Source: an optimization exercise on an open RTL-to-GDS flow (aim: small area and a short achievable clock period). Production flows keep margins and buffers that such runs may drop.
RTL that was checked went through simulation tests only; none was proved equivalent to the original.
Function not checked in run 1: the RTL went through the layout flow alone.

==> flow/design.v, too long to show whole: its modules and the start of the top module <==
// module pem_frame_seq: 65 lines
// module lockin_mixer: 28 lines
// module lockin_mac: 595 lines
// module lockin_resolve: 154 lines
// module lockin_fa: 4 lines
// module lockin_fa_fast: 4 lines
// module lockin_xor: 3 lines
// module lockin_ha: 4 lines
// module lockin_chan: 53 lines
// module frame_accum: 41 lines
// module lockin_top: 55 lines
module lockin_top (
  input  wire                          alg_clk,
  input  wire                          alg_rst_n,
  input  wire                          search_end,
  input  wire                          pem_posedge,
  input  wire [16-1:0]   ref_dat,
  input  wire                          ref_dat_valid,
  input  wire [16-1:0]     wave_sine,
  input  wire [16-1:0]     wave_cosine,
  output wire                          wave_req,
  output wire [9-1:0]     wave_addr,
  output wire                          buf_refresh,
  output wire [40-1:0]      i_sum,
  output wire [40-1:0]      q_sum,
  output wire                          sum_valid
);
  // ...
==> flow/run.sh <==
#!/bin/bash
# synth_recipe.tcl (not shown) runs the flow's synth.tcl, then flattens the netlist and writes it again
# the make line also repeats each setting of config.mk as NAME=value (left out here)
make -C /OpenROAD-flow-scripts/flow DESIGN_CONFIG=/design/flow/config.mk WORK_HOME=/design/flow/orfs CLKGATE_MAP_FILE= SYNTH_SCRIPT=/design/flow/synth_recipe.tcl finish
==> flow/config.mk <==
export PLATFORM = sky130hd
export DESIGN_NAME = lockin_top
export DESIGN_NICKNAME = lockin_top
export VERILOG_FILES = /design/flow/design.v
export SDC_FILE = /design/flow/constraint.sdc
export NUM_CORES = 4
export LEC_CHECK = 0
export ABC_CLOCK_PERIOD_IN_PS = 3500
export CAP_MARGIN = 20
export CORE_MARGIN = 2
export CORE_UTILIZATION = 40
export SETUP_SLACK_MARGIN = 3.6
export SLEW_MARGIN = 20
export SYNTH_HIERARCHICAL = 1
==> flow/constraint.sdc <==
create_clock -name core_clock -period 7.0 [get_ports {alg_clk}]
set_input_delay 1.4000 -clock core_clock [delete_from_list [all_inputs] [get_ports {alg_clk}]]
set_output_delay 1.4000 -clock core_clock [all_outputs]
set_load 0.01 [all_outputs]
==> impl_metrics.toml, run 1 <==
[outcome]
status = "timing/DRC/antenna clean"

[finish]
final_common_cell = "xnor2_1"
multi_input_area_share_pct = 59.9
fillCellCount = 5849
num-clock-buffers = 55

[yosys]
ys_seq_elements = 327
synth_mux_area_share_pct = 2.96
synth_top_family_by_area = "adder cells"
synth-compound-area-share_pct = 10.6
synth.distinct_cells = 53
synthMostInstantiatedCell = "dfxtp_1"

[clock_network]
cts_buffer_depth = 3
numCtsBuffers = 41

[sta]
final-hold-violation-count = 0
tns_ps = 0
grt_setup_unrepaired = "true"
finalCriticalPeriod_ps = 3380

[hold_path]
min_path_type = "register to register"
min_from = "u_accum.u_chan_q.st[6]"

[drt]
top_layer = "met5"
drtAntennaViolNets = 0
wl_met3_um = 3680

[global_routing]
use_met2_pct = 29.0
gr-usage-met1_pct = 24.4
grt_max_degree = 35
grt_pass1_wl_um = 92600
grtUsageMet3_pct = 3.81

[placement]
port_buffers = 144

[setup_path]
r2r-start = "u_accum.u_chan_i.mul_one[1]"
cp.required_ps = 5600
==> module pem_frame_seq, before the edit <==
module pem_frame_seq (
  input  wire                          alg_clk,
  input  wire                          alg_rst_n,
  input  wire                          search_end,      
  input  wire                          pem_posedge,     
  input  wire                          ref_dat_valid,
  output logic                         wave_req,        
  output logic [9-1:0]    wave_addr,       
  output logic                         buf_refresh,     
  output logic                         synced           
);
  logic                      armed;
  logic [1:0]                period_cnt;   
  logic [9-1:0] addr_r;       
  logic                      boundary;
  logic                      last_period;  
  always_ff @(posedge alg_clk or negedge alg_rst_n)
  begin
    if (!alg_rst_n)
    begin
      armed  <= 1'b0;
      synced <= 1'b0;
    end
    else
    begin
      if (!synced && !armed && search_end)
        armed <= 1'b1;
      else if (armed && pem_posedge)
        armed <= 1'b0;
      if (armed && pem_posedge)
        synced <= 1'b1;                           
    end
  end
  assign boundary = last_period && pem_posedge;
  always_ff @(posedge alg_clk or negedge alg_rst_n)
  begin
    if (!alg_rst_n)
    begin
      period_cnt  <= '0;
      last_period <= 1'b0;
    end
    else if (!synced || boundary)
    begin
      period_cnt  <= '0;                            
      last_period <= 1'b0;
    end
    else if (pem_posedge)
    begin
      period_cnt  <= period_cnt + 2'd1;
      last_period <= (period_cnt == 2'(5 - 2));
    end
  end
  assign wave_req  = synced && ref_dat_valid;
  assign wave_addr = addr_r & ~{9{boundary}};
  always_ff @(posedge alg_clk or negedge alg_rst_n)
  begin
    if (!alg_rst_n)
      addr_r <= '0;
    else if (boundary)
      addr_r <= wave_req ? 9'(1) : '0;    
    else if (wave_req)
      addr_r <= addr_r + 9'(1);           
  end
  assign buf_refresh = boundary;
endmodule
==> module lockin_top, before the edit <==
module lockin_top (
  input  wire                          alg_clk,
  input  wire                          alg_rst_n,
  input  wire                          search_end,
  input  wire                          pem_posedge,
  input  wire [16-1:0]   ref_dat,
  input  wire                          ref_dat_valid,
  input  wire [16-1:0]     wave_sine,
  input  wire [16-1:0]     wave_cosine,
  output wire                          wave_req,
  output wire [9-1:0]     wave_addr,
  output wire                          buf_refresh,
  output wire [40-1:0]      i_sum,
  output wire [40-1:0]      q_sum,
  output wire                          sum_valid
);
  logic                        synced;
  logic [16-1:0] mix_sample;
  logic                        mix_clear;
  logic                        mix_end;
  pem_frame_seq u_seq (
    .alg_clk        (alg_clk),
    .alg_rst_n      (alg_rst_n),
    .search_end     (search_end),
    .pem_posedge    (pem_posedge),
    .ref_dat_valid  (ref_dat_valid),
    .wave_req       (wave_req),
    .wave_addr      (wave_addr),
    .buf_refresh    (buf_refresh),
    .synced         (synced)
  );
  lockin_mixer u_mixer (
    .alg_clk        (alg_clk),
    .alg_rst_n      (alg_rst_n),
    .synced         (synced),
    .wave_req       (wave_req),
    .boundary       (buf_refresh),
    .ref_dat        (ref_dat),
    .mix_sample     (mix_sample),
    .mix_clear      (mix_clear),
    .mix_end        (mix_end)
  );
  frame_accum u_accum (
    .alg_clk        (alg_clk),
    .alg_rst_n      (alg_rst_n),
    .mix_sample     (mix_sample),
    .mix_clear      (mix_clear),
    .mix_end        (mix_end),
    .wave_sine      (wave_sine),       
    .wave_cosine    (wave_cosine),
    .i_sum          (i_sum),
    .q_sum          (q_sum),
    .sum_valid      (sum_valid)
  );
endmodule
==> run 2: changes to the inputs <==
--- a/flow/design.v
+++ b/flow/design.v
@@ -9,12 +9,12 @@
   output logic                         wave_req,        
   output logic [9-1:0]    wave_addr,       
   output logic                         buf_refresh,     
-  output logic                         synced           
+  output logic                         synced,          
+  output logic                         boundary         
 );
   logic                      armed;
   logic [1:0]                period_cnt;   
   logic [9-1:0] addr_r;       
-  logic                      boundary;
   logic                      last_period;  
   always_ff @(posedge alg_clk or negedge alg_rst_n)
   begin
@@ -52,8 +52,17 @@
       last_period <= (period_cnt == 2'(5 - 2));
     end
   end
-  assign wave_req  = synced && ref_dat_valid;
-  assign wave_addr = addr_r & ~{9{boundary}};
+  lockin_and2 u_wave_req (.a(synced), .b(ref_dat_valid), .y(wave_req));
+  lockin_and2 u_refresh (.a(last_period), .b(pem_posedge), .y(buf_refresh));
+  for (genvar k = 0; k < 9; k++)
+  begin : g_addr
+    lockin_addr_gate u_gate (
+      .addr (addr_r[k]),
+      .last (last_period),
+      .pem  (pem_posedge),
+      .y    (wave_addr[k])
+    );
+  end
   always_ff @(posedge alg_clk or negedge alg_rst_n)
   begin
     if (!alg_rst_n)
@@ -63,7 +72,12 @@
     else if (wave_req)
       addr_r <= addr_r + 9'(1);           
   end
-  assign buf_refresh = boundary;
+endmodule
+module lockin_and2 (input wire a, input wire b, output wire y);
+  assign y = a & b;
+endmodule
+module lockin_addr_gate (input wire addr, input wire last, input wire pem, output wire y);
+  assign y = addr & ~(last & pem);
 endmodule
 `default_nettype wire
 `timescale 1ns/10ps
@@ -977,6 +991,7 @@
   output wire                          sum_valid
 );
   logic                        synced;
+  logic                        boundary;
   logic [16-1:0] mix_sample;
   logic                        mix_clear;
   logic                        mix_end;
@@ -989,14 +1004,15 @@
     .wave_req       (wave_req),
     .wave_addr      (wave_addr),
     .buf_refresh    (buf_refresh),
-    .synced         (synced)
+    .synced         (synced),
+    .boundary       (boundary)
   );
   lockin_mixer u_mixer (
     .alg_clk        (alg_clk),
     .alg_rst_n      (alg_rst_n),
     .synced         (synced),
     .wave_req       (wave_req),
-    .boundary       (buf_refresh),
+    .boundary       (boundary),
     .ref_dat        (ref_dat),
     .mix_sample     (mix_sample),
     .mix_clear      (mix_clear),
--- a/flow/config.mk
+++ b/flow/config.mk
@@ -8,7 +8,7 @@
 export ABC_CLOCK_PERIOD_IN_PS = 3500
 export CAP_MARGIN = 20
 export CORE_MARGIN = 2
-export CORE_UTILIZATION = 40
-export SETUP_SLACK_MARGIN = 3.6
+export CORE_UTILIZATION = 65
+export SETUP_SLACK_MARGIN = 3.7
 export SLEW_MARGIN = 20
 export SYNTH_HIERARCHICAL = 1
==> run 2 against run 1 <==
Compared with the run above: still clean; synthesized cell count up 0.22%; first-iteration DRC count grew 10%; critical path depth grew 3; sequential share of layout area grew 0.094 points; die area shrank 38%; final area fell by 0.22%; clock-buffer cell count fell by 5; largest cell class unchanged.
==> impl_metrics.toml, run 2 <==
[hold_path]
holdPathEnd = "u_accum.u_chan_q.sum[6]"
min_from = "u_accum.u_chan_q.st[6]"
min_path_type = "register to register"
min_path_cells = 0

[global_routing]
gr-total-overflow = 0
grt_pass1_vias = 17100
antenna_found_initial = 2
grt_pass1_wl_um = 89400
grtUsageTotal_pct = 27.6
grt_max_degree = 35

[yosys]
synth-compound-area-share_pct = 11.0
ys_seq_elements = 327
synth-warning-count = 10
synth_common_cells = "dfxtp_1, xnor2_1, fa_1"
synthAdderAreaFrac_pct = 29.7
synth.top_cell.area_share_pct = 24.6
synth_top_family_by_area = "adder cells"
yosysTopAreaCell = "dfxtp_1"
synthCells = 2278
synth_enable_flop_cells = 0
syn-cell-area_mm2 = 0.0252
yosys-top-cells-area = "dfxtp_1, fa_1, xnor2_1"
synth_mux_area_share_pct = 2.82
synthMostInstantiatedCell = "dfxtp_1"
yosys.area_share.simple_pct = 8.02
synth_xor_area_share_pct = 14.6
synth-seq-area-share_pct = 26.3
syn_area_per_cell_um2 = 11.1
synth-main-ff-cell = "dfxtp_1"
synth.distinct_cells = 52
async_flop_share_pct = 5.20

[clock_network]
numCtsBuffers = 37
cts_tree = "done"
clkTransAtPathRegs_ps = 60
hold_buffers = 0
cts-root-buf = "clkbuf_16"
cts_buffer_depth = 3
htree_levels = 2
insertion_delay_ps = 560
cts.sinks = 327

[drt]
wl_per_cell_um = 19.4
routed_wl_um = 54800
num_vias = 16100
drt_first_iter_violations = 1037
avgViaCountPerCell = 5.70
drtPass1Iterations = 5
drtAntennaViolNets = 0
drc = 0

[setup_path]
cpMaxStageDelayCell = "fa_1"
path_common_cell = "fa_1"
startpoint_type = "register"
crit_type = "register to register"
cp.required_ps = 7440
endpoint_kind = "register"
critical_path.cell_chain = "a22oi_1 -> xnor2_1 -> fa_1 -> fa_1 -> fa_1 -> xor2_1 -> mux2_4 -> mux2_4"
reg2reg_setup_slack_ps = 3720
cpPeakStageDelay_ps = 510
r2r-start = "u_accum.u_chan_i.mul_wave[12]"
r2r_cells = 8
critical_path_arrival_ps = 3730
timing.rr.end = "u_accum.u_chan_i.st[27]"
cp_max_fo = 15

[finish]
fillCellCount = 2836
finalNetCount = 2775
final_cell_mix = "xnor2_1, fa_1, dfxtp_1"
syn2layout_area_growth_pct = 11.4
post-route-util_pct = 73.0
final_area_mm2 = 0.0281
drive_gt1_share_pct = 16.6
antenna_cells = 0
final_common_cell = "xnor2_1"
reg.largest.list = "u_accum.u_chan_i.st (65), u_accum.u_chan_q.st (65)"

[sta]
finalCriticalPeriod_ps = 3280
finalSetupViolations = 0
maxSlewHeadroom_pct = 49.9
maxSlewViolCount = 0
finClkSkew_ps = 14.9
final-hold-violation-count = 0
grt_setup_unrepaired = "true"
worst_pin_slew_ps = 750
tns_ps = 0
period_share_pct = 46.9
max_freq_ghz = 0.304

[floorplan]
die_w_um = 201
core_area_mm2 = 0.0385
ios = 145
initial_core_util_pct = 65.5
rows = 72
fp.dieH_um = 201
dieArea_mm2 = 0.0404

[outcome]
status = "timing/DRC/antenna clean"

[placement]
port_buffers = 144
placed_area_mm2 = 0.0259
place_congestion = 0.842
hpwlAfterDp_um = 38800

[flow_run]
maxCapViolations = 0
run 2: repair_timing:
item	4_1_cts	5_1_grt
gates resized for setup	158	76
endpoints found under the setup margin	105	33
pin swaps	1	20
cloned	0	2
setup buffers	11	39
run 2: per-stage QoR:
step | setup WS, ps | hold slack [ps] | std cells
6_report | 3720 | 344 | 2831
5_1_grt | 3610 | 350 | 2831
4_1_cts | 3610 | 348 | 2790
3_5_place_dp | 2490 | 336 | 2715
3_3_place_gp | 2510 | 330 | 2715
2_1_floorplan | 3680 | 325 | 2310
run 2: metal layers:
metal,track usage [%],vias to the layer above,routed length [µm]
met5,0,-,27
met4,9.07,4,1440
met3,6.09,110,4140
met2,43.3,589,24800
met1,38.0,8005,24400
li1,-,7441,-
run 2: worst max path at each step:
stage,startpoint,end,slack (ps),cells after the start
after global placement,pem_posedge,buf_refresh,2510,3
after CTS,pem_posedge,buf_refresh,3610,3
after floorplan,u_accum.u_chan_i.mul_clear,u_accum.u_chan_i.st[27],3680,11
final,u_accum.u_chan_i.mul_wave[12],u_accum.u_chan_i.st[27],3720,8
after global routing,u_accum.u_chan_i.mul_wave[10],u_accum.u_chan_i.st[27],3610,9
after detailed placement,pem_posedge,buf_refresh,2490,3
run 2: cell families after synthesis:
logic type               count (synthesis)
AND/OR/NAND/NOR                        321
multiplexers                            48
AO/OA/AOI/OAI                          391
other                                    2
flip-flops                             327
adder cells (fa/ha/maj)                434
XOR/XNOR                               420
buffers and inverters                  335
run 2: per-module statistics from Yosys, one instance, submodules excluded, excerpt:
module / times used / cells inside / flops+latches
frame_accum: 1 / 2 / 2
lockin_mac: 2 / 464 / 0
lockin_ha: 62 / 1 / 0
lockin_addr_gate: 9 / 1 / 0
lockin_fa: 244 / 1 / 0
lockin_fa_fast: 46 / 2 / 0
pem_frame_seq: 1 / 64 / 14
lockin_mixer: 1 / 37 / 19
lockin_chan: 2 / 254 / 146
lockin_resolve: 2 / 142 / 0
lockin_xor: 46 / 1 / 0
lockin_and2: 2 / 1 / 0
run 2: worst max-delay path, delay by kind of cell (launching register included):
kind | cells | cell delay, ps
xor gates and xnor gates | 2 | 570
AOI/OAI and AO/OA | 1 | 140
muxes | 2 | 590
adders and majority gates | 3 | 1390
DFF | 1 | 470
run 2: cell type report:
class	instances	area, µm²	share of cell area (%)
flip-flops and latches	327	6880	24.5
repair buffers	210	2020	7.20
clock inverters	14	236	0.842
multi-input cells	1648	17000	60.5
inverters	64	240	0.855
well taps	518	648	2.31
clock buffers	50	1060	3.76
==> run 3: changes to the inputs <==
--- a/flow/config.mk
+++ b/flow/config.mk
@@ -9,6 +9,6 @@
 export CAP_MARGIN = 20
 export CORE_MARGIN = 2
 export CORE_UTILIZATION = 65
-export SETUP_SLACK_MARGIN = 3.7
+export SETUP_SLACK_MARGIN = 3.6
 export SLEW_MARGIN = 20
 export SYNTH_HIERARCHICAL = 1
==> run 3 against run 2 <==
Compared with the run above: die area did not move; global-route usage rose by 0.56 points; still clean; synthesized area did not move; cell count fell by 1.3%; first-iteration DRC count rose by 7.1%; largest cell class unchanged; maximum frequency fell by 2.0%.
==> impl_metrics.toml, run 3 <==
[outcome]
status = "timing/DRC/antenna clean"

[setup_path]
cp_max_fo = 19
cp.required_ps = 5600
reg2reg_setup_slack_ps = 3690
startpoint_type = "input port"
cpMaxStageDelayCell = "dlygate4sd2_1"
r2r_cells = 9
timing.rr.end = "u_accum.u_chan_q.st[27]"
critical_path_arrival_ps = 1950
crit_type = "input port to output pin"
r2r-start = "u_accum.u_chan_q.mul_wave[5]"
cpPeakStageDelay_ps = 280
critical_path.cell_chain = "buf_6 -> a21boi_2 -> dlygate4sd2_1"
endpoint_kind = "output pin"

[global_routing]
grt_pass1_wl_um = 91100
grt_max_degree = 46
antenna_found_initial = 0
grtUsageTotal_pct = 28.1
busiest_layer = "met2"
grt_pass1_vias = 17300
gr-total-overflow = 0
gr-usage-met1_pct = 39.7
use_met2_pct = 43.9
grtUsageMet3_pct = 5.52

[sta]
setup_slack_ps = 3650
tns_ps = 0
finalSetupViolations = 0
final-hold-violation-count = 0
maxSlewHeadroom_pct = 48.8
finClkSkew_ps = 17.2
worst_pin_slew_ps = 766
finalCriticalPeriod_ps = 3350
grt_setup_unrepaired = "false"
timing.hold.ws_ps = 343
period_share_pct = 47.9
maxSlewViolCount = 0
max_freq_ghz = 0.298

[yosys]
synth-warning-count = 10
synth-seq-area-share_pct = 26.3
yosys-top-cells-area = "dfxtp_1, fa_1, xnor2_1"
synth.top_cell.area_share_pct = 24.6
synthCells = 2278
yosysTopAreaCell = "dfxtp_1"
synth_common_cells = "dfxtp_1, xnor2_1, fa_1"
synthMostInstantiatedCell = "dfxtp_1"
syn-cell-area_mm2 = 0.0252
syn_area_per_cell_um2 = 11.1
synth-main-ff-cell = "dfxtp_1"
synth_enable_flop_cells = 0
synth.distinct_cells = 52
async_flop_share_pct = 5.20
ys_seq_elements = 327

[drt]
drtPass1Iterations = 6
routed_wl_um = 54600
num_vias = 16000
drt_first_iter_violations = 1111
drc = 0
wl_per_cell_um = 19.5
avgViaCountPerCell = 5.72
drtAntennaViolNets = 0

[finish]
reg.largest.list = "u_accum.u_chan_i.st (65), u_accum.u_chan_q.st (65)"
multi_input_area_mm2 = 0.0169
fillCellCount = 2843
finalNetCount = 2738
drive_gt1_share_pct = 13.9
final_cell_mix = "xnor2_1, fa_1, dfxtp_1"
final_area_mm2 = 0.0276
register_area_mm2 = 0.00685
post-route-util_pct = 71.7
fin_cells = 2795
syn2layout_area_growth_pct = 9.43
antenna_cells = 0
final_common_cell = "xnor2_1"

[placement]
port_buffers = 144
placedCellCount = 2715
place_congestion = 0.820
place_ws_ps = 2490
hpwlAfterDp_um = 39800
placed_area_mm2 = 0.0259

[clock_network]
insertion_delay_ps = 560
htree_levels = 2
clkTransAtPathRegs_ps = 50
cts.sinks = 327
cts-root-buf = "clkbuf_16"
cts_buffer_depth = 3
cts_tree = "done"
numCtsBuffers = 37

[floorplan]
ios = 145
dieArea_mm2 = 0.0404
core_area_mm2 = 0.0385
fp.dieH_um = 201
rows = 72
die_w_um = 201
initial_core_util_pct = 65.5

[hold_path]
holdPathEnd = "u_accum.u_chan_i.sum[1]"
min_path_type = "register to register"
min_path_cells = 0
min_from = "u_accum.u_chan_i.st[1]"

[flow_run]
maxCapViolations = 0
run 3: what timing repair did:
action,4_1_cts,5_1_grt
pin swaps,1,6
setup endpoints to repair,82,26
hold buffers,0,0
setup buffers,3,12
resized for setup,101,61
run 3: how the worst max path moves through the flow:
stage / startpoint / endpoint / slack, ps / cells after the start
after floorplan: u_accum.u_chan_i.mul_wave[11] / u_accum.u_chan_i.st[27] / 3610 / 12
after global placement: pem_posedge / buf_refresh / 2510 / 3
after detailed placement: pem_posedge / buf_refresh / 2490 / 3
after CTS: pem_posedge / buf_refresh / 3350 / 3
after global routing: u_accum.u_chan_q.st[25] / u_accum.u_chan_q.st[27] / 3590 / 8
final: pem_posedge / wave_addr[6] / 3650 / 3
run 3: critical path, delay by kind of cell:
family          cells  cell delay (ps)
buf+inv             2              420
compound gates      1              120
run 3: area by class of cell:
cell class	instances	share of cell area (%)
clock buffers	51	3.81
clock inverters	14	0.744
inverters	64	0.871
multi-input cells	1648	61.2
flip-flops and latches	327	24.8
well taps	518	2.35
repair buffers	173	6.17
run 3: metal layers:
metal	part of all wire [%]	up-vias	routed length, µm
met5	0	-	0
met4	2.5	0	1350
met3	7.1	92	3850
met2	46	537	25100
met1	44	7990	24300
li1	-	7380	-
run 3: cells by family after synthesis:
| logic type | count (synthesis) | share of synthesized area [%] |
|---|---|---|
| AND/OR/NAND/NOR | 321 | 8.02 |
| adder cells (fa/ha/maj) | 434 | 29.7 |
| AO/OA/AOI/OAI | 391 | 11.0 |
| buffers and inverters | 335 | 7.50 |
| other | 2 | 0.0298 |
| flip-flops | 327 | 26.3 |
| XOR/XNOR | 420 | 14.6 |
| multiplexers | 48 | 2.82 |
run 3: modules after synthesis, one instance, submodules excluded, a selection:
| module | flops+latches | times used |
|---|---|---|
| lockin_mixer | 19 | 1 |
| pem_frame_seq | 14 | 1 |
| lockin_fa | 0 | 244 |
| lockin_addr_gate | 0 | 9 |
| lockin_and2 | 0 | 2 |
| lockin_mac | 0 | 2 |
| lockin_chan | 146 | 2 |
| lockin_resolve | 0 | 2 |
| lockin_xor | 0 | 46 |
| lockin_ha | 0 | 62 |
| frame_accum | 2 | 1 |
| lockin_fa_fast | 0 | 46 |
==> run 4: changes to the inputs <==
--- a/flow/config.mk
+++ b/flow/config.mk
@@ -9,6 +9,7 @@
 export CAP_MARGIN = 20
 export CORE_MARGIN = 2
 export CORE_UTILIZATION = 65
+export CTS_BUF_LIST = sky130_fd_sc_hd__clkbuf_4 sky130_fd_sc_hd__clkbuf_8
 export SETUP_SLACK_MARGIN = 3.6
 export SLEW_MARGIN = 20
 export SYNTH_HIERARCHICAL = 1
==> run 4 against run 3 <==
Compared with the run above: critical endpoint is now wave_addr[2]; critical path depth is the same; sequential share of layout area shrank 0.12 points; critical path type unchanged; via count is 0.94% higher; highest routed layer unchanged; die area stayed put; clock skew up 5.9 ps; routed wire length increased by 1.7%; maximum frequency is essentially flat; flip-flop and latch count stayed put; utilization grew 0.38 points; synthesized area is the same.
==> impl_metrics.toml, run 4 <==
[floorplan]
dieArea_mm2 = 0.0404
core_area_mm2 = 0.0385
initial_core_util_pct = 65.5
rows = 72
fp.dieH_um = 201
die_w_um = 201
ios = 145

[finish]
drive_gt1_share_pct = 15.9
finalNetCount = 2759
final_common_cell = "xnor2_1"
final_area_mm2 = 0.0277
antenna_cells = 0
fillCellCount = 2820
syn2layout_area_growth_pct = 10.0
final_cell_mix = "xnor2_1, fa_1, dfxtp_1"
reg.largest.list = "u_accum.u_chan_i.st (65), u_accum.u_chan_q.st (65)"

[clock_network]
numCtsBuffers = 55
cts-root-buf = "clkbuf_8"
cts_tree = "done"
hold_buffers = 0
insertion_delay_ps = 660
clkTransAtPathRegs_ps = 70
cts.sinks = 327
htree_levels = 2
cts_buffer_depth = 3

[flow_run]
maxCapViolations = 0

[global_routing]
grtUsageTotal_pct = 28.2
antenna_found_initial = 0
gr-total-overflow = 0
grt_max_degree = 46
grt_pass1_wl_um = 91500
grt_pass1_vias = 17500

[outcome]
status = "timing/DRC/antenna clean"

[yosys]
yosysTopAreaCell = "dfxtp_1"
syn-cell-area_mm2 = 0.0252
synth.top_cell.area_share_pct = 24.6
async_flop_share_pct = 5.20
ys_seq_elements = 327
synthCells = 2278
yosys-top-cells-area = "dfxtp_1, fa_1, xnor2_1"
synthMostInstantiatedCell = "dfxtp_1"
synth_enable_flop_cells = 0
synth.distinct_cells = 52
synth-warning-count = 10
synth_common_cells = "dfxtp_1, xnor2_1, fa_1"
synth-seq-area-share_pct = 26.3
syn_area_per_cell_um2 = 11.1
synth-main-ff-cell = "dfxtp_1"

[drt]
avgViaCountPerCell = 5.70
drtAntennaViolNets = 0
num_vias = 16100
drtPass1Iterations = 5
wl_per_cell_um = 19.6
routed_wl_um = 55500
drc = 0
drt_first_iter_violations = 1092

[setup_path]
r2r-start = "u_accum.u_chan_q.mul_clear"
endpoint_kind = "output pin"
critPathLaunch = "pem_posedge"
critical_path_arrival_ps = 1950
startpoint_type = "input port"
crit_type = "input port to output pin"
reg2reg_setup_slack_ps = 3650
cp_max_fo = 19
cp.required_ps = 5600

[sta]
period_share_pct = 47.9
maxSlewHeadroom_pct = 49.4
final-hold-violation-count = 0
finalSetupViolations = 0
finalCriticalPeriod_ps = 3350
max_freq_ghz = 0.298
grt_setup_unrepaired = "true"
finClkSkew_ps = 23.1
maxSlewViolCount = 0
worst_pin_slew_ps = 756
tns_ps = 0

[placement]
place_congestion = 0.820
placed_area_mm2 = 0.0259
hpwlAfterDp_um = 39800
port_buffers = 144

[hold_path]
min_from = "u_accum.mul_end"
min_path_type = "register to register"
run 4: cell types whose count changed in the layout (fill, tap and decap cells not counted), sizes merged:
| cell | previous run | this run |
|---|---|---|
| clkbuf | 51 | 90 |
| bufinv | 5 | 4 |
| buf | 31 | 32 |
| inv | 65 | 64 |
run 4: path summary, 6_finish.rpt:
| check | end | cells past startpoint |
|---|---|---|
| min reg2reg | u_accum.sum_valid | 0 |
| min | u_accum.sum_valid | 0 |
| max | wave_addr[2] | 3 |
| min in group asynchronous | u_seq.addr_r[1] | 1 |
| max reg2reg | u_accum.u_chan_q.st[31] | 10 |
| max in group asynchronous | u_seq.addr_r[6] | 1 |
run 4: through the flow:
step,hold slack (ps),cells,setup WS [ps],utilization [%]
3_5_place_dp,332,2715,2490,67.3
3_3_place_gp,334,2715,2510,67.3
4_1_cts,355,2822,3350,71.2
5_1_grt,364,2833,3510,72.1
2_1_floorplan,325,2310,3610,-
6_report,357,2833,3650,72.1
run 4: worst max-delay path: stages:
cell           delay (ps)
buf_6                 140
a21boi_2              120
dlygate4sd2_1         290
run 4: layout make-up:
| class | instances | area (µm²) | share of cell area [%] |
|---|---|---|---|
| clock buffer | 88 | 1140 | 4.10 |
| multi-input combinational | 1648 | 16900 | 61.0 |
| timing repair buffer | 176 | 1750 | 6.33 |
| inverter | 64 | 240 | 0.866 |
| clock inverter | 12 | 180 | 0.650 |
| sequential | 327 | 6850 | 24.7 |
| tap | 518 | 648 | 2.34 |
run 4: cell families after synthesis:
family | synth area share, %
AO/OA/AOI/OAI | 11.0
XOR/XNOR | 14.6
buffers and inverters | 7.50
other | 0.0298
AND/OR/NAND/NOR | 8.02
flip-flops | 26.3
adder cells (fa/ha/maj) | 29.7
multiplexers | 2.82
run 4: timing repair:
item	CTS	global route
buffers inserted	7	9
gates resized for setup	102	67
cloned	0	2
pin swaps	1	7
endpoints found under the setup margin	84	26
run 4: per-module statistics from Yosys, one instance, submodules excluded, excerpt:
module            copies in the design  cell area (µm²)  cells inside
lockin_chan                          2             3750           254
lockin_mac                           2             3420           464
lockin_resolve                       2             1180           142
pem_frame_seq                        1              672            64
lockin_mixer                         1              518            37
frame_accum                          1             50.0             2
lockin_fa_fast                      46             23.8             2
lockin_fa                          244             20.0             1
lockin_ha                           62             12.5             1
lockin_addr_gate                     9             11.3             1
lockin_xor                          46             8.76             1
lockin_and2                          2             6.26             1
run 4: routing by layer:
layer  GRT usage, %  routed length (µm)
met1           39.5               24900
met2           44.0               25100
met3           5.80                3990
met4           9.26                1550
met5              0                   0
==> run 5: changes to the inputs <==
==> flow/flow/run.sh (new file) <==
#!/bin/bash
# The standard layout, with the port buffers made from the smallest buffer
# cell instead of the default choice.  Everything else is the standard flow's own flow.
set -e
cp standard.sh standard_copy.log
export BUFFER_PORTS_ARGS="-buffer_cell sky130_fd_sc_hd__buf_1"
bash standard.sh > standard.log 2>&1
==> flow/standard.sh (new file) <==
#!/bin/bash
# synth_recipe.tcl (not shown) runs the flow's synth.tcl, then flattens the netlist and writes it again
# the make line also repeats each setting of config.mk as NAME=value (left out here)
make -C /OpenROAD-flow-scripts/flow DESIGN_CONFIG=/design/flow/config.mk WORK_HOME=/design/flow/orfs CLKGATE_MAP_FILE= SYNTH_SCRIPT=/design/flow/synth_recipe.tcl "${@:-finish}"
--- a/flow/config.mk
+++ b/flow/config.mk
@@ -9,7 +9,7 @@
 export CAP_MARGIN = 20
 export CORE_MARGIN = 2
 export CORE_UTILIZATION = 65
-export CTS_BUF_LIST = sky130_fd_sc_hd__clkbuf_4 sky130_fd_sc_hd__clkbuf_8
+export CTS_CLUSTER_SIZE = 20
 export SETUP_SLACK_MARGIN = 3.6
 export SLEW_MARGIN = 20
 export SYNTH_HIERARCHICAL = 1
removed: flow/run.sh
==> run 5 against run 4 <==
Compared with the run above: synthesized cell count is the same; flip-flop and latch count stayed put; final area down 3.9%; cell count is 1.3% lower; global-route usage decreased by 0.21 points; utilization is 2.8 points lower; register-to-register slack improved by 30 ps; routed wire length shrank 2.4%; first-iteration DRC count grew 1.0%; largest cell class unchanged.
==> impl_metrics.toml, run 5 <==
[drt]
wl_per_cell_um = 19.4
drtPass1Iterations = 7
drtAntennaViolNets = 0
routed_wl_um = 54200
num_vias = 15900
avgViaCountPerCell = 5.68
drt_first_iter_violations = 1103
drc = 0

[sta]
maxSlewHeadroom_pct = 38.2
finalCriticalPeriod_ps = 3320
setup_slack_ps = 3680
maxSlewViolCount = 0
finClkSkew_ps = 24.3
worst_pin_slew_ps = 928
tns_ps = 0
timing.hold.ws_ps = 344
max_freq_ghz = 0.301
grt_setup_unrepaired = "true"
finalSetupViolations = 0
final-hold-violation-count = 0
period_share_pct = 47.5

[yosys]
yosys-top-cells-area = "dfxtp_1, fa_1, xnor2_1"
synthMostInstantiatedCell = "dfxtp_1"
synth-seq-area-share_pct = 26.3
syn_area_per_cell_um2 = 11.1
syn-cell-area_mm2 = 0.0252
synth-warning-count = 10
synth-main-ff-cell = "dfxtp_1"
synth.top_cell.area_share_pct = 24.6
synth_enable_flop_cells = 0
yosysTopAreaCell = "dfxtp_1"
async_flop_share_pct = 5.20
synth_common_cells = "dfxtp_1, xnor2_1, fa_1"
ys_seq_elements = 327
synth.distinct_cells = 52
synthCells = 2278

[placement]
place_congestion = 0.816
port_buffers = 144
placedCellCount = 2716
hpwlAfterDp_um = 39800
place_ws_ps = 3080

[clock_network]
cts_tree = "done"
cts_buffer_depth = 3
htree_levels = 2
cts.sinks = 327
cts-root-buf = "clkbuf_16"
clkTransAtPathRegs_ps = 60
numCtsBuffers = 37
insertion_delay_ps = 560

[flow_run]
maxCapViolations = 0

[finish]
drive_gt1_share_pct = 13.8
antenna_cells = 0
final_common_cell = "xnor2_1"
fillCellCount = 3014
final_cell_mix = "xnor2_1, fa_1, a22oi_1, dfxtp_1, ha_1"
reg.largest.list = "u_accum.u_chan_i.st (65), u_accum.u_chan_q.st (65)"
post-route-util_pct = 69.3
fin_cells = 2796
finalNetCount = 2737
multi_input_area_mm2 = 0.0169
register_area_mm2 = 0.00685
syn2layout_area_growth_pct = 5.67

[floorplan]
ios = 145
rows = 72
fp.dieH_um = 201
die_w_um = 201
dieArea_mm2 = 0.0404
core_area_mm2 = 0.0385
initial_core_util_pct = 65.5

[global_routing]
gr-total-overflow = 0
grt_max_degree = 33
grt_pass1_wl_um = 90400
grt_pass1_vias = 16800
antenna_found_initial = 1
grtUsageTotal_pct = 28.0

[setup_path]
cp.required_ps = 5600
cp_max_fo = 19
critical_path_arrival_ps = 1920
reg2reg_setup_slack_ps = 3680
endpoint_kind = "output pin"
startpoint_type = "input port"
crit_type = "input port to output pin"

[hold_path]
min_path_type = "register to register"

[outcome]
status = "timing/DRC/antenna clean"
-- run 5: cell counts after synthesis --
Identical to the previous run, type by type.
-- run 5: modules after synthesis, one instance, submodules excluded, a selection --
module	flip-flops and latches	times used	cells inside
frame_accum	2	1	2
lockin_mac	0	2	464
lockin_resolve	0	2	142
lockin_and2	0	2	1
lockin_ha	0	62	1
lockin_fa_fast	0	46	2
lockin_xor	0	46	1
lockin_fa	0	244	1
-- run 5: cell type report --
| type | instances | share of cell area [%] |
|---|---|---|
| tap | 518 | 2.43 |
| clock buffer | 55 | 4.07 |
| sequential | 327 | 25.7 |
| multi-input combinational | 1648 | 63.4 |
| timing repair buffer | 172 | 2.99 |
| inverter | 64 | 0.902 |
| clock inverter | 12 | 0.488 |
-- run 5: through the flow --
step | instance area, µm²
after detailed placement | 25000
after floorplan | 25400
after global routing | 26600
after CTS | 26400
after global placement | 25000
final | 26600
-- run 5: layer usage --
layer  vias to the layer above  share of wire, %  wire [µm]  global-route usage, %
met2                       497                45      24500                   43.2
met3                        86               6.9       3720                   5.28
met1                      7914                46      24800                   40.4
met4                         2               2.2       1170                   7.99
met5                         -             0.017          9                      0
li1                       7381                 -          -                      -
-- run 5: cells by family after synthesis --
group,Yosys count,share of synthesized area (%)
AO/OA/AOI/OAI,391,11.0
XOR/XNOR,420,14.6
adder cells (fa/ha/maj),434,29.7
buffers and inverters,335,7.50
flip-flops,327,26.3
multiplexers,48,2.82
other,2,0.0298
AND/OR/NAND/NOR,321,8.02
-- run 5: critical path, cell delays in order --
cell	delay [ps]
buf_4	210
and2_1	160
buf_1	150
-- run 5: final timing paths --
check / cells after the start / startpoint / to
max in group asynchronous: 1 / alg_rst_n / u_seq.addr_r[4]
setup / recovery: 3 / pem_posedge / buf_refresh
hold reg to reg: 0 / u_accum.u_chan_i.st[0] / u_accum.u_chan_i.sum[0]
hold / removal: 0 / u_accum.u_chan_i.st[0] / u_accum.u_chan_i.sum[0]
setup reg to reg: 9 / u_accum.u_chan_q.mul_wave[4] / u_accum.u_chan_q.st[27]
min in group asynchronous: 1 / alg_rst_n / u_seq.last_period
-- run 5: repair_timing --
action | CTS | global route
pin swaps | 1 | 2
resized for setup | 78 | 63
setup buffers | 3 | 10
setup endpoints to repair | 75 | 30
hold buffers | 0 | 0
==> run 6: changes to the inputs <==
--- a/flow/config.mk
+++ b/flow/config.mk
@@ -9,7 +9,6 @@
 export CAP_MARGIN = 20
 export CORE_MARGIN = 2
 export CORE_UTILIZATION = 65
-export CTS_CLUSTER_SIZE = 20
-export SETUP_SLACK_MARGIN = 3.6
+export SETUP_SLACK_MARGIN = 3.7
 export SLEW_MARGIN = 20
 export SYNTH_HIERARCHICAL = 1
==> run 6 against run 5 <==
Compared with the run above: cell count increased by 2.1%; register-to-register slack is essentially flat; utilization increased by 2.1 points; final area up 3.0%; first-iteration DRC count grew 7.4%; synthesized area stayed put; critical path depth increased by 7; global-route usage down 0.27 points; maximum frequency up 0.43%; via count rose by 1.9%.
==> impl_metrics.toml, run 6 <==
[global_routing]
antenna_found_initial = 1
gr-total-overflow = 0
grt_max_degree = 36
grt_pass1_wl_um = 89400
grt_pass1_vias = 16900
grtUsageTotal_pct = 27.7

[flow_run]
maxCapViolations = 0

[drt]
wl_per_cell_um = 19.3
drt_first_iter_violations = 1185
drtAntennaViolNets = 0
routed_wl_um = 55200
avgViaCountPerCell = 5.67
drc = 0
num_vias = 16200
drtPass1Iterations = 8

[yosys]
synth_top_family_by_area = "adder cells"
ys_seq_elements = 327
syn_area_per_cell_um2 = 11.1
synthAdderAreaFrac_pct = 29.7
synth-seq-area-share_pct = 26.3
yosys.area_share.simple_pct = 8.02
yosys-top-cells-area = "dfxtp_1, fa_1, xnor2_1"
synth_enable_flop_cells = 0
syn-cell-area_mm2 = 0.0252
synth-compound-area-share_pct = 11.0
synth_xor_area_share_pct = 14.6
yosysTopAreaCell = "dfxtp_1"
synth-main-ff-cell = "dfxtp_1"
synthMostInstantiatedCell = "dfxtp_1"
synthCells = 2278
async_flop_share_pct = 5.20
synth.distinct_cells = 52
synth_common_cells = "dfxtp_1, xnor2_1, fa_1"
synth.top_cell.area_share_pct = 24.6
synth-warning-count = 10
synth_mux_area_share_pct = 2.82

[finish]
finalNetCount = 2794
syn2layout_area_growth_pct = 8.82
drive_gt1_share_pct = 17.6
fillCellCount = 2878
antenna_cells = 0
reg.largest.list = "u_accum.u_chan_i.st (65), u_accum.u_chan_q.st (65)"
final_cell_mix = "xnor2_1, fa_1, dfxtp_1"
final_area_mm2 = 0.0274
final_common_cell = "xnor2_1"

[sta]
period_share_pct = 47.3
finClkSkew_ps = 26.0
maxSlewViolCount = 0
timing.hold.ws_ps = 344
grt_setup_unrepaired = "true"
finalSetupViolations = 0
maxSlewHeadroom_pct = 39.2
tns_ps = 0
worst_pin_slew_ps = 913
final-hold-violation-count = 0
finalCriticalPeriod_ps = 3310
setup_slack_ps = 3690
max_freq_ghz = 0.302

[clock_network]
cts_tree = "done"
numCtsBuffers = 37
cts.sinks = 327
clkTransAtPathRegs_ps = 60
htree_levels = 2
cts-root-buf = "clkbuf_16"
insertion_delay_ps = 570
hold_buffers = 0
cts_buffer_depth = 3

[floorplan]
dieArea_mm2 = 0.0404
initial_core_util_pct = 65.5
ios = 145
core_area_mm2 = 0.0385
rows = 72
fp.dieH_um = 201
die_w_um = 201

[setup_path]
cp_max_fo = 8
cp.required_ps = 7440
crit_type = "register to register"
critical_path_arrival_ps = 3750
startpoint_type = "register"
endpoint_kind = "register"

[placement]
port_buffers = 144
place_congestion = 0.835
placed_area_mm2 = 0.0250
place_ws_ps = 3050
hpwlAfterDp_um = 39100

[hold_path]
min_path_type = "register to register"

[outcome]
status = "timing/DRC/antenna clean"
-- run 6: per-stage QoR --
stage               instances  util, %
finish                   2854     71.3
CTS                      2796     69.2
global route             2854     71.3
floorplan                2310        -
global placement         2716     65.0
detailed placement       2716     65.0
-- run 6: final timing paths --
path | end | startpoint | cells after the start | slack (ps)
max in group asynchronous | u_seq.addr_r[5] | alg_rst_n | 1 | 5490
hold / removal | u_accum.u_chan_i.sum[7] | u_accum.u_chan_i.st[7] | 0 | 340
hold reg to reg | u_accum.u_chan_i.sum[7] | u_accum.u_chan_i.st[7] | 0 | 340
setup / recovery | u_accum.u_chan_q.st[43] | u_accum.u_chan_q.mul_wave[10] | 10 | 3690
min in group asynchronous | u_accum.mul_end | alg_rst_n | 1 | 940
setup reg to reg | u_accum.u_chan_q.st[43] | u_accum.u_chan_q.mul_wave[10] | 10 | 3690
-- run 6: logic make-up after synthesis --
family | after synthesis
adder cells (fa/ha/maj) | 434
AND/OR/NAND/NOR | 321
flip-flops | 327
other | 2
AO/OA/AOI/OAI | 391
XOR/XNOR | 420
multiplexers | 48
buffers and inverters | 335
-- run 6: metal layers --
metal / share of wire (%) / global-route usage (%)
met3: 7.3 / 5.29
met4: 2.4 / 8.68
met2: 46 / 43.4
met5: 0.024 / 0
met1: 44 / 39.2
-- run 6: worst max-delay path, cell delays in order (launching register included) --
cell and delay, ps:
dfxtp_4 390, clkbuf_4 210, buf_4 150, buf_4 130, a22oi_1 210, xnor2_1 110, fa_1 400, fa_1 500
fa_1 510, xor2_1 260, mux2_4 330
-- run 6: area by class of cell --
cell class	instances	area (µm²)	area share, %
Multi-Input combinational cell	1648	17000	62.1
Sequential cell	327	6890	25.1
Timing Repair Buffer	229	1320	4.81
Clock buffer	55	1140	4.14
Tap cell	518	648	2.36
Inverter	64	240	0.876
Clock inverter	13	148	0.538
-- run 6: Yosys stat by module, one instance, submodules excluded, a selection --
module	cells inside	flip-flops and latches	area, µm²
lockin_addr_gate	1	0	11.3
lockin_and2	1	0	6.26
lockin_chan	254	146	3750
lockin_fa_fast	2	0	23.8
lockin_ha	1	0	12.5
pem_frame_seq	64	14	672
-- run 6: what timing repair did --
| item | 4_1_cts | 5_1_grt |
|---|---|---|
| pin swaps | 4 | 20 |
| setup endpoints to repair | 87 | 29 |
| endpoints found under the hold margin | 0 | 0 |
| resized for setup | 114 | 96 |
| buffers inserted | 11 | 58 |
| cloned | 1 | 0 |
==> run 7: changes to the inputs <==
--- a/flow/flow/run.sh
+++ b/flow/flow/run.sh
@@ -4,4 +4,5 @@
 set -e
 cp standard.sh standard_copy.log
 export BUFFER_PORTS_ARGS="-buffer_cell sky130_fd_sc_hd__buf_1"
+export RECOVER_POWER=100
 bash standard.sh > standard.log 2>&1
--- a/flow/config.mk
+++ b/flow/config.mk
@@ -9,6 +9,6 @@
 export CAP_MARGIN = 20
 export CORE_MARGIN = 2
 export CORE_UTILIZATION = 65
-export SETUP_SLACK_MARGIN = 3.7
+export SETUP_SLACK_MARGIN = 3.6
 export SLEW_MARGIN = 20
 export SYNTH_HIERARCHICAL = 1
==> run 7 against run 6 <==
Compared with the run above: register-to-register slack worse by 1100 ps; routed wire length is 1.6% lower; worst setup slack worse by 1100 ps; flip-flop and latch count stayed put; synthesized area stayed put; final area is 4.2% lower; clock skew is 1.2 ps lower; via count is 1.2% lower; largest cell class unchanged; global-route usage is 0.27 points higher.
==> impl_metrics.toml, run 7 <==
[floorplan]
ios = 145
dieArea_mm2 = 0.0404
fp.dieH_um = 201
core_area_mm2 = 0.0385
rows = 72
initial_core_util_pct = 65.5
die_w_um = 201

[drt]
avgViaCountPerCell = 5.72
drtPass1Iterations = 5
wl_per_cell_um = 19.4
drc = 0
drtAntennaViolNets = 0
drt_first_iter_violations = 1092
routed_wl_um = 54300
num_vias = 16000

[sta]
period_share_pct = 63.7
finalSetupViolations = 0
finalCriticalPeriod_ps = 4460
max_freq_ghz = 0.224
maxSlewViolCount = 0
timing.hold.ws_ps = 344
grt_setup_unrepaired = "true"
maxSlewHeadroom_pct = 5.11
tns_ps = 0
final-hold-violation-count = 0
finClkSkew_ps = 24.8
worst_pin_slew_ps = 1420

[yosys]
synthAdderAreaFrac_pct = 29.7
synth_common_cells = "dfxtp_1, xnor2_1, fa_1"
synth.top_cell.area_share_pct = 24.6
syn-cell-area_mm2 = 0.0252
synthMostInstantiatedCell = "dfxtp_1"
synth_mux_area_share_pct = 2.82
synth-compound-area-share_pct = 11.0
synth_enable_flop_cells = 0
synth.distinct_cells = 52
synth-warning-count = 10
async_flop_share_pct = 5.20
synth_top_family_by_area = "adder cells"
synth-main-ff-cell = "dfxtp_1"
syn_area_per_cell_um2 = 11.1
yosys.area_share.simple_pct = 8.02
yosysTopAreaCell = "dfxtp_1"
synth_xor_area_share_pct = 14.6
ys_seq_elements = 327
yosys-top-cells-area = "dfxtp_1, fa_1, xnor2_1"
synth-seq-area-share_pct = 26.3
synthCells = 2278

[finish]
antenna_cells = 0
reg.largest.list = "u_accum.u_chan_i.st (65), u_accum.u_chan_q.st (65)"
drive_gt1_share_pct = 10.8
fin_cells = 2796
final_common_cell = "xnor2_1"
final_cell_mix = "xnor2_1, fa_1, dfxtp_1"
syn2layout_area_growth_pct = 4.26
finalNetCount = 2737

[hold_path]
min_path_type = "register to register"

[clock_network]
cts.sinks = 327
clkTransAtPathRegs_ps = 60
insertion_delay_ps = 560
cts-root-buf = "clkbuf_16"
htree_levels = 2
cts_tree = "done"
cts_buffer_depth = 3
hold_buffers = 0
numCtsBuffers = 37

[global_routing]
antenna_found_initial = 1
gr-total-overflow = 0
grt_max_degree = 33
grtUsageTotal_pct = 28.0
grt_pass1_wl_um = 90400
grt_pass1_vias = 16800

[setup_path]
critical_path_arrival_ps = 4880
cp_max_fo = 17
cp.required_ps = 7420
crit_type = "register to register"
startpoint_type = "register"
endpoint_kind = "register"

[placement]
hpwlAfterDp_um = 39800
port_buffers = 144
placedCellCount = 2716
place_congestion = 0.816

[outcome]
status = "timing/DRC/antenna clean"

[flow_run]
maxCapViolations = 0
-- run 7: cell types whose count changed in the layout (fill, tap and decap cells not counted), moves of 12 or more --
cell / previous run / this run
buf_4: 63 / 18
mux2_4: 46 / 19
dfxtp_4: 69 / 50
mux2_1: 0 / 18
dfxtp_2: 3 / 17
a22oi_1: 228 / 240
a22oi_2: 12 / 0
and2_0: 0 / 12
clkbuf_1: 6 / 18
-- run 7: logic make-up after synthesis --
group | after synthesis
muxes | 48
and+or+nand+nor | 321
adders and majority gates | 434
AOI/OAI and AO/OA | 391
xor gates and xnor gates | 420
buffers and inverters | 335
DFF | 327
other | 2
-- run 7: layout make-up --
cell class | instances | area (µm²)
clock buffers | 55 | 1080
clock inverters | 12 | 130
fillers | 3109 | 12200
inverters | 64 | 240
multi-input cells | 1648 | 16600
flip-flops and latches | 327 | 6840
well taps | 518 | 648
repair buffers | 172 | 736
-- run 7: timing repair --
item                       4_1_cts  5_1_grt
buffers inserted                 3       10
gates resized for setup         78       63
setup endpoints to repair       75       30
pin swaps                        1        2
-- run 7: layer usage --
layer | vias to the layer above | track usage (%) | part of all wire (%)
met3 | 89 | 5.28 | 6.9
met5 | - | 0 | 0.017
met2 | 527 | 43.2 | 45
met4 | 2 | 7.99 | 2.1
li1 | 7385 | - | -
met1 | 7987 | 40.4 | 45
-- run 7: worst paths after layout --
check / startpoint / endpoint / slack, ps / cells past startpoint
setup / recovery: u_accum.u_chan_i.mul_clear / u_accum.u_chan_i.st[22] / 2540 / 9
hold / removal: u_accum.u_chan_i.st[0] / u_accum.u_chan_i.sum[0] / 340 / 0
setup reg to reg: u_accum.u_chan_i.mul_clear / u_accum.u_chan_i.st[22] / 2540 / 9
hold reg to reg: u_accum.u_chan_i.st[0] / u_accum.u_chan_i.sum[0] / 340 / 0
max in group asynchronous: alg_rst_n / u_accum.sum_valid / 5460 / 1
min in group asynchronous: alg_rst_n / u_seq.addr_r[6] / 970 / 1
-- run 7: Yosys stat by module, one instance, submodules excluded, excerpt --
module            copies in the design  area, µm²  flip-flops and latches  cells
frame_accum                          1       50.0                       2      2
lockin_addr_gate                     9       11.3                       0      1
lockin_and2                          2       6.26                       0      1
lockin_chan                          2       3750                     146    254
lockin_fa                          244       20.0                       0      1
lockin_fa_fast                      46       23.8                       0      2
lockin_ha                           62       12.5                       0      1
lockin_mac                           2       3420                       0    464
lockin_mixer                         1        518                      19     37
lockin_resolve                       2       1180                       0    142
lockin_xor                          46       8.76                       0      1
pem_frame_seq                        1        672                      14     64
-- run 7: stage by stage --
step	area [µm²]	util [%]	worst slack [ps]
after floorplan	25400	-	3610
after global placement	25000	65.0	3160
after detailed placement	25000	65.0	3080
after CTS	26400	68.5	3590
after global routing	26300	68.3	2220
final	26300	68.3	2540
-- run 7: worst max-delay path: stages, from the launching register on --
cell      delay (ps)
dfxtp_1          390
clkbuf_1         710
clkbuf_1         810
nor2b_1          160
fa_1             450
fa_1             460
fa_1             440
xor2_1           260
mux2_2           370
ha_1             280
==> run 8: changes to the inputs <==
--- a/flow/flow/run.sh
+++ b/flow/flow/run.sh
@@ -4,5 +4,4 @@
 set -e
 cp standard.sh standard_copy.log
 export BUFFER_PORTS_ARGS="-buffer_cell sky130_fd_sc_hd__buf_1"
-export RECOVER_POWER=100
 bash standard.sh > standard.log 2>&1
==> run 8 against run 7 <==
Compared with the run above: first-iteration DRC count up 1.0%; flip-flop and latch count unchanged; worst hold slack about the same; register-to-register slack better by 1100 ps; final area up 1.4%; clock skew down 0.52 ps; global-route usage unchanged; worst setup slack better by 1100 ps; sequential share of layout area down 0.31 points.
==> impl_metrics.toml, run 8 <==
[yosys]
synth_enable_flop_cells = 0
synth_xor_area_share_pct = 14.6
syn-cell-area_mm2 = 0.0252
ys_seq_elements = 327
synth-compound-area-share_pct = 11.0
synth-seq-area-share_pct = 26.3
async_flop_share_pct = 5.20
synth-main-ff-cell = "dfxtp_1"
yosysTopAreaCell = "dfxtp_1"
synthMostInstantiatedCell = "dfxtp_1"
syn_area_per_cell_um2 = 11.1
yosys-top-cells-area = "dfxtp_1, fa_1, xnor2_1"
synth-warning-count = 10
synthAdderAreaFrac_pct = 29.7
yosys.area_share.simple_pct = 8.02
synth.top_cell.area_share_pct = 24.6
synth_mux_area_share_pct = 2.82
synth.distinct_cells = 52
synthCells = 2278
synth_common_cells = "dfxtp_1, xnor2_1, fa_1"
synth_top_family_by_area = "adder cells"

[drt]
wl_per_cell_um = 19.4
num_vias = 15900
drtAntennaViolNets = 0
drt_first_iter_violations = 1103
drtPass1Iterations = 7
drc = 0
avgViaCountPerCell = 5.68
routed_wl_um = 54200

[finish]
multi_input_area_mm2 = 0.0169
finalNetCount = 2737
final_common_cell = "xnor2_1"
fillCellCount = 3014
antenna_cells = 0
drive_gt1_share_pct = 13.8
final_cell_mix = "xnor2_1, fa_1, a22oi_1, dfxtp_1, ha_1"
syn2layout_area_growth_pct = 5.67
register_area_mm2 = 0.00685
reg.largest.list = "u_accum.u_chan_i.st (65), u_accum.u_chan_q.st (65)"

[hold_path]
min_path_cells = 0
min_path_type = "register to register"
min_from = "u_accum.u_chan_i.st[0]"
holdPathEnd = "u_accum.u_chan_i.sum[0]"

[floorplan]
initial_core_util_pct = 65.5
core_area_mm2 = 0.0385
ios = 145
die_w_um = 201
dieArea_mm2 = 0.0404
rows = 72
fp.dieH_um = 201

[setup_path]
critical_path_arrival_ps = 1920
r2r_cells = 9
timing.rr.end = "u_accum.u_chan_q.st[27]"
cpPeakStageDelay_ps = 210
r2r-start = "u_accum.u_chan_q.mul_wave[4]"
cp.required_ps = 5600
crit_type = "input port to output pin"
critical_path.cell_chain = "buf_4 -> and2_1 -> buf_1"
endpoint_kind = "output pin"
cp_max_fo = 19
reg2reg_setup_slack_ps = 3680
startpoint_type = "input port"
cpMaxStageDelayCell = "buf_4"

[sta]
finalCriticalPeriod_ps = 3320
max_freq_ghz = 0.301
finalSetupViolations = 0
period_share_pct = 47.5
final-hold-violation-count = 0
finClkSkew_ps = 24.3
maxSlewHeadroom_pct = 38.2
maxSlewViolCount = 0
grt_setup_unrepaired = "true"
tns_ps = 0
worst_pin_slew_ps = 928

[placement]
place_congestion = 0.816
port_buffers = 144
hpwlAfterDp_um = 39800

[clock_network]
insertion_delay_ps = 560
hold_buffers = 0
numCtsBuffers = 37
htree_levels = 2
cts_buffer_depth = 3
cts_tree = "done"
cts.sinks = 327
clkTransAtPathRegs_ps = 60
cts-root-buf = "clkbuf_16"

[global_routing]
antenna_found_initial = 1
grt_max_degree = 33
grtUsageTotal_pct = 28.0
gr-total-overflow = 0
grt_pass1_wl_um = 90400
grt_pass1_vias = 16800

[flow_run]
maxCapViolations = 0

[outcome]
status = "timing/DRC/antenna clean"
## run 8: critical path: cells and delay by family
family / cells / cell delay, ps
AND/OR/NAND/NOR: 1 / 160
buffers and inverters: 2 / 360
## run 8: worst max path at each step
| stage | startpoint | endpoint | depth (start not counted) | slack (ps) |
|---|---|---|---|---|
| final | pem_posedge | buf_refresh | 3 | 3680 |
| after global routing | u_accum.u_chan_q.mul_wave[2] | u_accum.u_chan_q.st[27] | 9 | 3560 |
| after CTS | u_accum.u_chan_i.mul_clear | u_accum.u_chan_i.st[39] | 9 | 3590 |
| after detailed placement | u_accum.u_chan_i.mul_clear | u_accum.u_chan_i.st[39] | 9 | 3080 |
| after global placement | u_accum.u_chan_i.mul_clear | u_accum.u_chan_i.st[39] | 9 | 3160 |
| after floorplan | u_accum.u_chan_i.mul_wave[11] | u_accum.u_chan_i.st[27] | 12 | 3610 |
## run 8: metal layers
metal / vias to the layer above / part of all wire (%) / track usage (%)
li1: 7381 / - / -
met2: 497 / 45 / 43.2
met3: 86 / 6.9 / 5.28
met4: 2 / 2.2 / 7.99
met1: 7914 / 46 / 40.4
met5: - / 0.017 / 0
## run 8: cell families (layout without fill, tap and decap cells)
family	count (synthesis)	after routing
adders and majority gates	434	434
muxes	48	48
and+or+nand+nor	321	321
xor gates and xnor gates	420	420
AOI/OAI and AO/OA	391	391
other	2	34
DFF	327	327
buffers and inverters	335	303
## run 8: metrics by stage
stage | area, µm² | std cells | util [%] | setup slack, ps | hold slack [ps]
2_1_floorplan | 25400 | 2310 | - | 3610 | 325
5_1_grt | 26600 | 2796 | 69.3 | 3560 | 354
3_5_place_dp | 25000 | 2716 | 65.0 | 3080 | 329
4_1_cts | 26400 | 2786 | 68.5 | 3590 | 345
3_3_place_gp | 25000 | 2716 | 65.0 | 3160 | 335
6_report | 26600 | 2796 | 69.3 | 3680 | 344
## run 8: layout make-up
type / count / share of cell area, %
multi-input cells: 1648 / 63.4
flip-flops and latches: 327 / 25.7
clock buffers: 55 / 4.07
repair buffers: 172 / 2.99
well taps: 518 / 2.43
inverters: 64 / 0.902
clock inverters: 12 / 0.488
## run 8: repair_timing
| action | in CTS | in global routing |
|---|---|---|
| pin swaps | 1 | 2 |
| gates resized for setup | 78 | 63 |
| setup buffers | 3 | 10 |
| setup endpoints to repair | 75 | 30 |
## run 8: Yosys stat by module (local to each module, per instance), excerpt
module	times used	cells inside	cell area, µm²	flip-flops and latches
lockin_chan	2	254	3750	146
lockin_mac	2	464	3420	0
lockin_resolve	2	142	1180	0
pem_frame_seq	1	64	672	14
lockin_mixer	1	37	518	19
frame_accum	1	2	50.0	2
lockin_fa_fast	46	2	23.8	0
lockin_fa	244	1	20.0	0
lockin_ha	62	1	12.5	0
lockin_addr_gate	9	1	11.3	0
lockin_xor	46	1	8.76	0
lockin_and2	2	1	6.26	0
==> run 9: changes to the inputs <==
--- a/flow/config.mk
+++ b/flow/config.mk
@@ -9,6 +9,8 @@
 export CAP_MARGIN = 20
 export CORE_MARGIN = 2
 export CORE_UTILIZATION = 65
+export CTS_CLUSTER_DIAMETER = 160
+export CTS_CLUSTER_SIZE = 26
 export SETUP_SLACK_MARGIN = 3.6
 export SLEW_MARGIN = 20
 export SYNTH_HIERARCHICAL = 1
==> run 9 against run 8 <==
Compared with the run above: cell count shrank 1.5%; sequential share of layout area grew 0.73 points; synthesized area is the same; global-route usage shrank 0.58 points; clock skew grew 11 ps.
==> impl_metrics.toml, run 9 <==
[hold_path]
min_path_type = "register to register"
min_path_cells = 0
min_from = "u_accum.u_chan_i.st[6]"
holdPathEnd = "u_accum.u_chan_i.sum[6]"

[clock_network]
clkTransAtPathRegs_ps = 100
hold_buffers = 0
htree_levels = 1
cts_buffer_depth = 3
cts.sinks = 327
cts-root-buf = "clkbuf_16"
cts_tree = "done"
insertion_delay_ps = 550
numCtsBuffers = 16

[setup_path]
endpoint_kind = "register"
timing.rr.end = "u_accum.u_chan_q.st[27]"
critical_path.cell_chain = "a22oi_1 -> xnor2_1 -> fa_1 -> fa_1 -> fa_1 -> xor2_2 -> xor2_1 -> xor2_1 -> mux2_4"
cp_max_fo = 16
r2r-start = "u_accum.u_chan_q.mul_wave[4]"
crit_type = "register to register"
cpPeakStageDelay_ps = 610
r2r_cells = 9
cpMaxStageDelayCell = "dfxtp_2"
path_common_cell = "fa_1"
startpoint_type = "register"
critical_path_arrival_ps = 3780
reg2reg_setup_slack_ps = 3650
cp.required_ps = 7430

[yosys]
synth_common_cells = "dfxtp_1, xnor2_1, fa_1"
synthCells = 2278
yosys-top-cells-area = "dfxtp_1, fa_1, xnor2_1"
synth-warning-count = 10
ys_seq_elements = 327
synth-main-ff-cell = "dfxtp_1"
yosysTopAreaCell = "dfxtp_1"
synth_enable_flop_cells = 0
synthMostInstantiatedCell = "dfxtp_1"
syn-cell-area_mm2 = 0.0252
synth.distinct_cells = 52
async_flop_share_pct = 5.20
syn_area_per_cell_um2 = 11.1
synth-seq-area-share_pct = 26.3
synth.top_cell.area_share_pct = 24.6

[sta]
maxSlewViolCount = 0
timing.hold.ws_ps = 340
period_share_pct = 47.8
grt_setup_unrepaired = "true"
worst_pin_slew_ps = 909
maxSlewHeadroom_pct = 39.4
finalSetupViolations = 0
final-hold-violation-count = 0
finClkSkew_ps = 35.2
max_freq_ghz = 0.299
tns_ps = 0
finalCriticalPeriod_ps = 3350

[floorplan]
die_w_um = 201
rows = 72
initial_core_util_pct = 65.5
core_area_mm2 = 0.0385
dieArea_mm2 = 0.0404
fp.dieH_um = 201
ios = 145

[finish]
post-route-util_pct = 67.3
finalNetCount = 2718
final_cell_mix = "xnor2_1, fa_1, a22oi_1, dfxtp_1, ha_1"
syn2layout_area_growth_pct = 2.70
drive_gt1_share_pct = 12.4
fillCellCount = 3118
final_common_cell = "xnor2_1"
register_area_mm2 = 0.00685
final_area_mm2 = 0.0259
multi_input_area_mm2 = 0.0169
reg.largest.list = "u_accum.u_chan_i.st (65), u_accum.u_chan_q.st (65)"

[placement]
placed_area_mm2 = 0.0250
port_buffers = 144
place_congestion = 0.816
hpwlAfterDp_um = 39800

[flow_run]
maxCapViolations = 0

[drt]
drtAntennaViolNets = 0
num_vias = 15700
avgViaCountPerCell = 5.71
drtPass1Iterations = 6
drt_first_iter_violations = 1238
wl_per_cell_um = 19.4
drc = 0
routed_wl_um = 53400

[global_routing]
grt_max_degree = 33
grtUsageTotal_pct = 27.4
gr-total-overflow = 0
antenna_found_initial = 1
grt_pass1_vias = 16600
grt_pass1_wl_um = 89200

[outcome]
status = "timing/DRC/antenna clean"
[run 9: cell counts after synthesis]
Identical to the previous run, type by type.
[run 9: final cells by class]
| type | instances | share of cell area, % |
|---|---|---|
| Antenna cell | 1 | 0.00967 |
| Clock inverter | 1 | 0.0435 |
| Sequential cell | 327 | 26.4 |
| Multi-Input combinational cell | 1648 | 65.2 |
| Clock buffer | 21 | 1.74 |
| Timing Repair Buffer | 174 | 3.12 |
| Tap cell | 518 | 2.50 |
| Inverter | 64 | 0.928 |
[run 9: worst max-delay path: cells and delay by family, from the launching register on]
| family | cells | cell delay (ps) |
|---|---|---|
| adder cells (fa/ha/maj) | 3 | 1260 |
| XOR/XNOR | 4 | 880 |
| flip-flops | 1 | 610 |
| multiplexers | 1 | 330 |
| AO/OA/AOI/OAI | 1 | 170 |
[run 9: kinds of logic after synthesis]
group / Yosys count / synth area share [%]
flip-flops: 327 / 26.3
AND/OR/NAND/NOR: 321 / 8.02
XOR/XNOR: 420 / 14.6
other: 2 / 0.0298
multiplexers: 48 / 2.82
AO/OA/AOI/OAI: 391 / 11.0
adder cells (fa/ha/maj): 434 / 29.7
buffers and inverters: 335 / 7.50
[run 9: timing repair]
action	CTS	global route
endpoints found under the setup margin	75	32
setup buffers	3	12
gates resized for setup	79	59
pin swaps	1	2
[run 9: Yosys stat by module (local to each module, per instance), a selection]
| module | copies in the design | area, µm² | cells inside |
|---|---|---|---|
| frame_accum | 1 | 50.0 | 2 |
| lockin_addr_gate | 9 | 11.3 | 1 |
| lockin_and2 | 2 | 6.26 | 1 |
| lockin_fa | 244 | 20.0 | 1 |
| lockin_mac | 2 | 3420 | 464 |
| pem_frame_seq | 1 | 672 | 64 |
[run 9: how the worst max path moves through the flow]
stage,startpoint,endpoint,slack (ps),cells past startpoint
4_1_cts,u_accum.u_chan_q.mul_clear,u_accum.u_chan_q.st[24],3610,9
2_1_floorplan,u_accum.u_chan_i.mul_wave[11],u_accum.u_chan_i.st[27],3610,12
3_5_place_dp,u_accum.u_chan_i.mul_clear,u_accum.u_chan_i.st[39],3080,9
3_3_place_gp,u_accum.u_chan_i.mul_clear,u_accum.u_chan_i.st[39],3160,9
6_report,u_accum.u_chan_q.mul_wave[4],u_accum.u_chan_q.st[27],3650,9
5_1_grt,u_accum.u_chan_q.mul_neg[0],u_accum.u_chan_q.st[27],3530,8
[run 9: metrics by stage]
stage               setup slack, ps  cells
floorplan                      3610   2310
global placement               3160   2716
detailed placement             3080   2716
CTS                            3610   2741
global route                   3530   2753
finish                         3650   2754
[run 9: per-layer routing]
metal / part of all wire, % / GRT usage, % / vias up / wire [µm]
li1: - / - / 7317 / -
met1: 46 / 40.2 / 7833 / 24600
met2: 45 / 42.8 / 511 / 24100
met3: 7.0 / 4.64 / 64 / 3730
met4: 1.9 / 6.22 / 2 / 1020
met5: 0.024 / 0 / - / 13

re-timing with driven ports:
Ports are ideal in the flow. The routed layouts listed here were re-timed in OpenROAD.
Step 1: set_driving_cell puts a clkbuf_16 on alg_clk and a buf_2 on each other input, an assumption about the parent block.
Step 2 moves the port delays by t, midway between the first and last clock arrival at a register: inputs arrive t later, outputs are due t later. That takes back most of the time a late clock gives input paths.
Three values: ideal ports, drivers, drivers and shift; two values: the first two.
run	shift t [ns]	setup slack, ns	slew at the worst register clock pin (ns)	worst data-port slew with drivers (ns)	pins driven straight from the clock port
run 1	0.639	3.620 / 3.575 / 3.575	0.06 / 0.06	0.10	1
run 2	0.613	3.715 / 3.711 / 3.711	0.07 / 0.07	0.07	1
run 3	0.609	3.648 / 3.616 / 3.616	0.06 / 0.06	0.06	1
run 4	0.702	3.646 / 3.614 / 3.614	0.07 / 0.07	0.06	1
run 5	0.601	3.676 / 3.653 / 3.653	0.06 / 0.06	0.06	1
run 6	0.616	3.690 / 3.690 / 3.690	0.06 / 0.06	0.06	1
run 7	0.602	2.543 / 2.543 / 2.543	0.06 / 0.06	0.06	1
run 8	0.601	3.676 / 3.653 / 3.653	0.06 / 0.06	0.06	1
run 9	0.585	3.653 / 3.653 / 3.653	0.11 / 0.11	0.06	1
After both steps setup and hold are still met in every run listed. The setup slack of run 1, which loses most, moves by -0.045 ns with the drivers and by -0.045 ns with both steps.
